Source: an optimization exercise on an open RTL-to-GDS flow (aim: small area). Production flows keep margins and buffers that such runs may drop.
In this exercise RTL edits were held to simulation tests only and were not proved equivalent to the original.
Power and IR drop assume default switching activity.

==> exp/xenon <==
Design instr_mem_arb, start of the top module:
module instr_mem_arb #(
  parameter int NUM_PORTS = 4,
  parameter int DEPTH     = 64,
  parameter int DATA_W    = 32,
  parameter int ADDR_W    = 32
) (
  input  logic                        clk,
  input  logic                        reset,
  input  logic                        load_en,
  input  logic [ADDR_W-1:0]           load_addr,
  input  logic [DATA_W-1:0]           load_data,
  input  logic [NUM_PORTS-1:0]        fetch_req,
  input  logic [NUM_PORTS*ADDR_W-1:0] fetch_addr,
  output logic [NUM_PORTS-1:0]        fetch_gnt,
  output logic [NUM_PORTS-1:0]        fetch_valid,
  output logic [NUM_PORTS*DATA_W-1:0] fetch_instr,
  output logic [NUM_PORTS-1:0]        fetch_fault
);
  logic [DATA_W-1:0] mem_q [DEPTH];
  logic [1:0]  rr_q;
  logic [3:0]  valid_q, fault_q, live_q;
  logic [31:0] instr_n_q [4];
  logic [3:0] req, gnt;
  assign req = fetch_req & {4{reset & ~load_en}};
  always_comb begin
    gnt = '0;
    case (rr_q)
      2'd0: begin
        gnt[0] = req[0];
        gnt[1] = req[1] & ~req[0];
        gnt[2] = req[2] & ~req[1] & ~req[0];
        gnt[3] = req[3] & ~req[2] & ~req[1] & ~req[0];
      end
      2'd1: begin
        gnt[1] = req[1];
        gnt[2] = req[2] & ~req[1];
        gnt[3] = req[3] & ~req[2] & ~req[1];
        gnt[0] = req[0] & ~req[3] & ~req[2] & ~req[1];
      end
      2'd2: begin
        gnt[2] = req[2];
        gnt[3] = req[3] & ~req[2];
        gnt[0] = req[0] & ~req[3] & ~req[2];
        gnt[1] = req[1] & ~req[0] & ~req[3] & ~req[2];
      end
      default: begin
        gnt[3] = req[3];
        gnt[0] = req[0] & ~req[3];
        gnt[1] = req[1] & ~req[0] & ~req[3];
        gnt[2] = req[2] & ~req[1] & ~req[0] & ~req[3];
      end
    endcase
  end
  logic [3:0] pfault;
  logic [7:0] plo [4];
  logic [7:0] phi [4];
  ...
==> module instr_mem_arb, before the edit <==
module instr_mem_arb #(
  parameter int NUM_PORTS = 4,
  parameter int DEPTH     = 64,
  parameter int DATA_W    = 32,
  parameter int ADDR_W    = 32
) (
  input  logic                        clk,
  input  logic                        reset,
  input  logic                        load_en,
  input  logic [ADDR_W-1:0]           load_addr,
  input  logic [DATA_W-1:0]           load_data,
  input  logic [NUM_PORTS-1:0]        fetch_req,
  input  logic [NUM_PORTS*ADDR_W-1:0] fetch_addr,
  output logic [NUM_PORTS-1:0]        fetch_gnt,
  output logic [NUM_PORTS-1:0]        fetch_valid,
  output logic [NUM_PORTS*DATA_W-1:0] fetch_instr,
  output logic [NUM_PORTS-1:0]        fetch_fault
);
  logic [DATA_W-1:0] mem_q [DEPTH];
  logic [1:0]  rr_q;
  logic [3:0]  valid_q, fault_q, live_q;
  logic [31:0] instr_n_q [4];
  logic [3:0] req, gnt;
  assign req = fetch_req & {4{reset & ~load_en}};
  always_comb begin
    gnt = '0;
    case (rr_q)
      2'd0: begin
        gnt[0] = req[0];
        gnt[1] = req[1] & ~req[0];
        gnt[2] = req[2] & ~req[1] & ~req[0];
        gnt[3] = req[3] & ~req[2] & ~req[1] & ~req[0];
      end
      2'd1: begin
        gnt[1] = req[1];
        gnt[2] = req[2] & ~req[1];
        gnt[3] = req[3] & ~req[2] & ~req[1];
        gnt[0] = req[0] & ~req[3] & ~req[2] & ~req[1];
      end
      2'd2: begin
        gnt[2] = req[2];
        gnt[3] = req[3] & ~req[2];
        gnt[0] = req[0] & ~req[3] & ~req[2];
        gnt[1] = req[1] & ~req[0] & ~req[3] & ~req[2];
      end
      default: begin
        gnt[3] = req[3];
        gnt[0] = req[0] & ~req[3];
        gnt[1] = req[1] & ~req[0] & ~req[3];
        gnt[2] = req[2] & ~req[1] & ~req[0] & ~req[3];
      end
    endcase
  end
  logic [3:0] pfault;
  logic [7:0] plo [4];
  logic [7:0] phi [4];
  always_comb
    for (int p = 0; p < 4; p++) begin
      pfault[p] = (|fetch_addr[p*32+8 +: 24]) | (|fetch_addr[p*32 +: 2]);
      for (int i = 0; i < 8; i++) begin
        plo[p][i] = (fetch_addr[p*32+2 +: 3] == 3'(i)) & ~pfault[p];
        phi[p][i] = (fetch_addr[p*32+5 +: 3] == 3'(i));
      end
    end
  logic [7:0]  rlo, rhi;
  logic [63:0] rsel;
  always_comb begin
    rlo = '0;
    rhi = '0;
    for (int p = 0; p < 4; p++) begin
      rlo = rlo | (plo[p] & {8{gnt[p]}});
      rhi = rhi | (phi[p] & {8{gnt[p]}});
    end
    for (int w = 0; w < 64; w++) rsel[w] = rlo[w % 8] & rhi[w / 8];
  end
  logic [31:0] rraw, rdata;
  logic        rpol;
  always_comb begin
    rraw = '0;
    rpol = 1'b0;
    for (int w = 0; w < 64; w++) begin
      rraw = rraw | (mem_q[w] & {32{rsel[w]}});
      rpol = rpol | (mpol_q[w] & rsel[w]);
    end
    rdata = rraw ^ {32{rpol}};
  end
  logic        lok;
  logic [63:0] wsel;
  assign lok = reset & load_en & (load_addr[1:0] == 2'b00) & (load_addr[31:8] == 24'd0);
  always_comb
    for (int w = 0; w < 64; w++) wsel[w] = lok & (load_addr[7:2] == 6'(w));
  logic [63:0] mpol_q, whold;
  assign whold = ~wsel;
  always_ff @(posedge clk)
    for (int w = 0; w < 64; w++) begin
      mem_q[w]  <= ~((mem_q[w] & {32{whold[w]}}) | (load_data & {32{wsel[w]}}));
      mpol_q[w] <= ~(mpol_q[w] & whold[w]);
    end
  always_ff @(posedge clk or negedge reset) begin
    if (!reset) begin
      rr_q    <= '0;
      valid_q <= '0;
      fault_q <= '0;
      live_q  <= '0;
    end else begin
      valid_q <= gnt;
      live_q  <= live_q | gnt;
      for (int p = 0; p < 4; p++) if (gnt[p]) fault_q[p] <= pfault[p];
      if (gnt[0]) rr_q <= 2'd1;
      if (gnt[1]) rr_q <= 2'd2;
      if (gnt[2]) rr_q <= 2'd3;
      if (gnt[3]) rr_q <= 2'd0;
    end
  end
  always_ff @(posedge clk)
    for (int p = 0; p < 4; p++)
      if (gnt[p]) instr_n_q[p] <= ~rdata;
  assign fetch_gnt   = gnt;
  assign fetch_valid = valid_q;
  assign fetch_fault = fault_q;
  always_comb
    for (int p = 0; p < 4; p++)
      fetch_instr[p*32 +: 32] = ~instr_n_q[p] & {32{live_q[p]}};
endmodule
clock: 5.5 ns
lec_check: 0
cap_margin: 20
core_margin: 2
core_utilization: 50
cts_buf_list: sky130_fd_sc_hd__clkbuf_8
cts_cluster_diameter: 55
cts_cluster_size: 18
place_density: 0.62
setup_slack_margin: 0.4
slew_margin: 20
standard.sh (not shown) runs the stock make flow with config.mk's settings and CLKGATE_MAP_FILE= SYNTH_SCRIPT=/design/flow/synth_recipe.tcl, a recipe that flattens the netlist after the stock synthesis.
==> flow/flow/run.sh <==
#!/bin/bash
# Standard ORFS layout, with two changes:
#  - after the standard synthesis, 2:1 mux cells whose select drives two or
#    more muxes are rewritten as OR-AND cells with one shared inverted
#    select (flow/remap.py); registers are untouched;
#  - port buffers use the smallest buffer cell.
set -euo pipefail
R="$PWD/orfs/results/$FLOW_PLATFORM/instr_mem_arb/base"
bash standard.sh synth > synth.log 2>&1
python3 flow/remap.py "$R/1_2_yosys.v" > remap.log 2>&1
rm -f "$R/1_synth.odb" "$R/1_synth.sdc"
bash standard.sh "BUFFER_PORTS_ARGS=-buffer_cell sky130_fd_sc_hd__buf_1" finish > layout.log 2>&1
==> flow/flow/remap.py <==
#!/usr/bin/env python3
"""Rewrite 2:1 mux cells of a Yosys netlist as OR-AND cells with a shared
inverted select: mux2i_1 -> o22ai_1, mux2_1 -> o22a_1, plus one inv_1 per
select net. Only select nets that drive two or more such muxes are done.
Usage: remap.py NETLIST (rewritten in place)."""
import re, sys, collections

path = sys.argv[1]
text = open(path).read()
inst = re.compile(
    r"^(\s*)sky130_fd_sc_hd__(mux2i_1|mux2_1)\s+(\S+)\s*\(\s*"
    r"\.A0\(([^()]*)\),\s*\.A1\(([^()]*)\),\s*\.S\(([^()]*)\),\s*\.(Y|X)\(([^()]*)\)\s*\);",
    re.M)
def fix(v):
    v = v.strip()
    return v + " " if v.startswith("\\") else v


found = list(inst.finditer(text))
# A select driven through plain buffers is traced back to the buffer tree's
# root, so the muxes it fans out to share one inverter.
bufs = {}
for b in re.finditer(r"sky130_fd_sc_hd__(?:clk)?buf_\d+\s+\S+\s*\(\s*\.A\(([^()]*)\),\s*\.X\(([^()]*)\)\s*\);", text):
    bufs[fix(b.group(2))] = fix(b.group(1))


def root(n):
    seen = 0
    while n in bufs and seen < 100:
        n = bufs[n]
        seen += 1
    return n


uses = collections.Counter(root(fix(m.group(6))) for m in found)
inv = {}
out, pos, done = [], 0, collections.Counter()
for m in found:
    ind, kind, name, a0, a1, s, opin, y = m.groups()
    a0, a1, s, y = (fix(v) for v in (a0, a1, s, y))
    r = root(s)
    if uses[r] < 2:
        continue
    if r not in inv:
        inv[r] = f"_remap_sn_{len(inv)}_"
    cell = "o22ai_1" if kind == "mux2i_1" else "o22a_1"
    pin = "Y" if kind == "mux2i_1" else "X"
    out.append(text[pos:m.start()])
    out.append(f"{ind}sky130_fd_sc_hd__{cell} {name} (\n{ind}  .A1({a0}),\n"
               f"{ind}  .A2({s}),\n{ind}  .B1({a1}),\n{ind}  .B2({inv[r]}),\n"
               f"{ind}  .{pin}({y})\n{ind});")
    pos = m.end()
    done[kind] += 1
out.append(text[pos:])
text = "".join(out)
decl = "".join(f"  wire {w};\n" for w in inv.values())
cells = "".join(f"  sky130_fd_sc_hd__inv_1 {w}inv (\n    .A({s}),\n    .Y({w})\n  );\n"
                for s, w in inv.items())
top = re.search(r"^module\s+\S+\s*\([^;]*\);\n", text, re.M)
text = text[:top.end()] + decl + text[top.end():]
end = text.rindex("endmodule")
text = text[:end] + cells + text[end:]
open(path, "w").write(text)
print(f"remapped {dict(done)}, {len(inv)} select inverters, {len(found)} muxes seen")
==> exp/umber: changes against exp/xenon <==
--- a/flow/design.v
+++ b/flow/design.v
@@ -52,50 +52,40 @@
     endcase
   end
   logic [3:0] pfault;
-  logic [7:0] plo [4];
-  logic [7:0] phi [4];
-  always_comb
+  logic [5:0] gword;
+  logic       gfault, gok;
+  always_comb begin
+    gword  = '0;
+    gfault = 1'b0;
     for (int p = 0; p < 4; p++) begin
       pfault[p] = (|fetch_addr[p*32+8 +: 24]) | (|fetch_addr[p*32 +: 2]);
-      for (int i = 0; i < 8; i++) begin
-        plo[p][i] = (fetch_addr[p*32+2 +: 3] == 3'(i)) & ~pfault[p];
-        phi[p][i] = (fetch_addr[p*32+5 +: 3] == 3'(i));
-      end
+      gword  = gword  | (fetch_addr[p*32+2 +: 6] & {6{gnt[p]}});
+      gfault = gfault | (pfault[p] & gnt[p]);
     end
+  end
+  assign gok = (|gnt) & ~gfault;
   logic [7:0]  rlo, rhi;
   logic [63:0] rsel;
   always_comb begin
-    rlo = '0;
-    rhi = '0;
-    for (int p = 0; p < 4; p++) begin
-      rlo = rlo | (plo[p] & {8{gnt[p]}});
-      rhi = rhi | (phi[p] & {8{gnt[p]}});
+    for (int i = 0; i < 8; i++) begin
+      rlo[i] = (gword[2:0] == 3'(i)) & gok;
+      rhi[i] = (gword[5:3] == 3'(i));
     end
     for (int w = 0; w < 64; w++) rsel[w] = rlo[w % 8] & rhi[w / 8];
   end
-  logic [31:0] rraw, rdata;
-  logic        rpol;
+  logic [31:0] rdata;
   always_comb begin
-    rraw = '0;
-    rpol = 1'b0;
-    for (int w = 0; w < 64; w++) begin
-      rraw = rraw | (mem_q[w] & {32{rsel[w]}});
-      rpol = rpol | (mpol_q[w] & rsel[w]);
-    end
-    rdata = rraw ^ {32{rpol}};
+    rdata = '0;
+    for (int w = 0; w < 64; w++) rdata = rdata | (mem_q[w] & {32{rsel[w]}});
   end
   logic        lok;
   logic [63:0] wsel;
   assign lok = reset & load_en & (load_addr[1:0] == 2'b00) & (load_addr[31:8] == 24'd0);
   always_comb
     for (int w = 0; w < 64; w++) wsel[w] = lok & (load_addr[7:2] == 6'(w));
-  logic [63:0] mpol_q, whold;
-  assign whold = ~wsel;
   always_ff @(posedge clk)
-    for (int w = 0; w < 64; w++) begin
-      mem_q[w]  <= ~((mem_q[w] & {32{whold[w]}}) | (load_data & {32{wsel[w]}}));
-      mpol_q[w] <= ~(mpol_q[w] & whold[w]);
-    end
+    for (int w = 0; w < 64; w++)
+      if (wsel[w]) mem_q[w] <= load_data;
   always_ff @(posedge clk or negedge reset) begin
     if (!reset) begin
       rr_q    <= '0;
@@ -105,7 +95,7 @@
     end else begin
       valid_q <= gnt;
       live_q  <= live_q | gnt;
-      for (int p = 0; p < 4; p++) if (gnt[p]) fault_q[p] <= pfault[p];
+      for (int p = 0; p < 4; p++) if (gnt[p]) fault_q[p] <= gfault;
       if (gnt[0]) rr_q <= 2'd1;
       if (gnt[1]) rr_q <= 2'd2;
       if (gnt[2]) rr_q <= 2'd3;
==> flow/run.sh (new file) <==
#!/bin/bash
# synth_recipe.tcl (not shown) runs the flow's synth.tcl, then flattens the netlist and writes it again
# the make line also repeats each setting of config.mk as NAME=value (left out here)
make -C /OpenROAD-flow-scripts/flow DESIGN_CONFIG=/design/flow/config.mk WORK_HOME=/design/flow/orfs CLKGATE_MAP_FILE= SYNTH_SCRIPT=/design/flow/synth_recipe.tcl finish
CORE_UTILIZATION = 60   (was 50)
CTS_BUF_LIST = sky130_fd_sc_hd__clkbuf_4 sky130_fd_sc_hd__clkbuf_8   (was sky130_fd_sc_hd__clkbuf_8)
CTS_CLUSTER_DIAMETER = not set   (was 55)
CTS_CLUSTER_SIZE = 20   (was 18)
PLACE_DENSITY = 0.72   (was 0.62)
SETUP_SLACK_MARGIN = not set   (was 0.4)
removed: flow/flow/run.sh
removed: flow/flow/remap.py
removed: flow/standard.sh
==> exp/tundra: changes against exp/xenon <==
SETUP_SLACK_MARGIN = not set   (was 0.4)
==> results.yml <==
power_and_ir_drop:
  cellPowerDensity_nw_per_um2: 356
  pwr-share-clk_pct: 36.6
  seq_power_mw: 18.6
  switching_share_pct: 25.4
  pwr-share-comb_pct: 12.0
status:
  outcome: "failed layout checks"
  violations: "setup timing"
floorplan:
  core_area_um2: 135000
finish:
  clkCellAreaFrac_pct: 6.25
synth:
  synth_area_um2: 81400
critical_path:
  slowest_delay_ns: 0.84
  worstPathRequired_ns: 6.28
sta:
  fin_crit_ns: 5.62
  setup_slack_ns: -0.123
  clock_skew_ns: 0.0582
  finalSetupViolations: 4
That was exp/umber.
==> results.yml <==
routing:
  ant_nets: 0
synth:
  synth_area_um2: 77100
finish:
  clkCellAreaFrac_pct: 4.10
  sh_seq_area_pct: 54.4
power_and_ir_drop:
  switching_share_pct: 24.2
  cellPowerDensity_nw_per_um2: 318
  seq_power_mw: 16.6
  pwr-share-comb_pct: 3.7
sta:
  setup_slack_ns: -0.00767
  fin_crit_ns: 5.51
  finalSetupViolations: 4
status:
  violations: "setup timing"
  outcome: "failed layout checks"
That was exp/tundra.
==> results.yml <==
sta:
  clock_skew_ns: 0.0538
  fin_crit_ns: 5.16
  setup_slack_ns: 0.337
  finalSetupViolations: 0
finish:
  multi_input_area_share_pct: 32.9
  clkCellAreaFrac_pct: 4.09
  n_antenna_cell: 15
  fillers: 13300
power_and_ir_drop:
  cellPowerDensity_nw_per_um2: 318
  switching_share_pct: 24.2
  seq_power_mw: 16.6
critical_path:
  slowest_delay_ns: 0.61
  worstPathRequired_ns: 6.26
status:
  outcome: "finished clean"
synth:
  syn_area_per_cell_um2: 10.7
floorplan:
  core_area_um2: 154000
That was exp/xenon.

==> re-timing with driven ports <==
No port has a modelled driver above. Below, the same layouts with a new extraction and two added sets of constraints. Step 1 assumes that a clkbuf_16 drives the clock port and a buf_2 every other input. Step 2 also shifts input and output timing later by t, the mid clock arrival at the registers, as if the neighbouring blocks saw the same clock. a / b / c = ideal / step 1 / step 2; a / b = the first two.
run	t, ns	slack for setup (ns)	hold WS [ns]	worst setup path after step 2	clock arrival spread, ns
exp/xenon	1.046	0.337 / 0.337 / -0.594	0.163 / 0.230 / 0.391	input to register	0.072 / 0.073
exp/umber	1.150	-0.123 / -0.075 / -1.225	0.366 / 0.301 / 0.476	input to register	0.074 / 0.074
exp/tundra	1.053	-0.008 / -0.008 / -0.830	0.176 / 0.233 / 0.389	input to register	0.069 / 0.068
With both steps, setup timing fails in exp/xenon, where it was met with ideal ports. For exp/umber, which loses most, drivers alone change the setup slack by +0.048 ns; drivers and shift together by -1.102 ns.
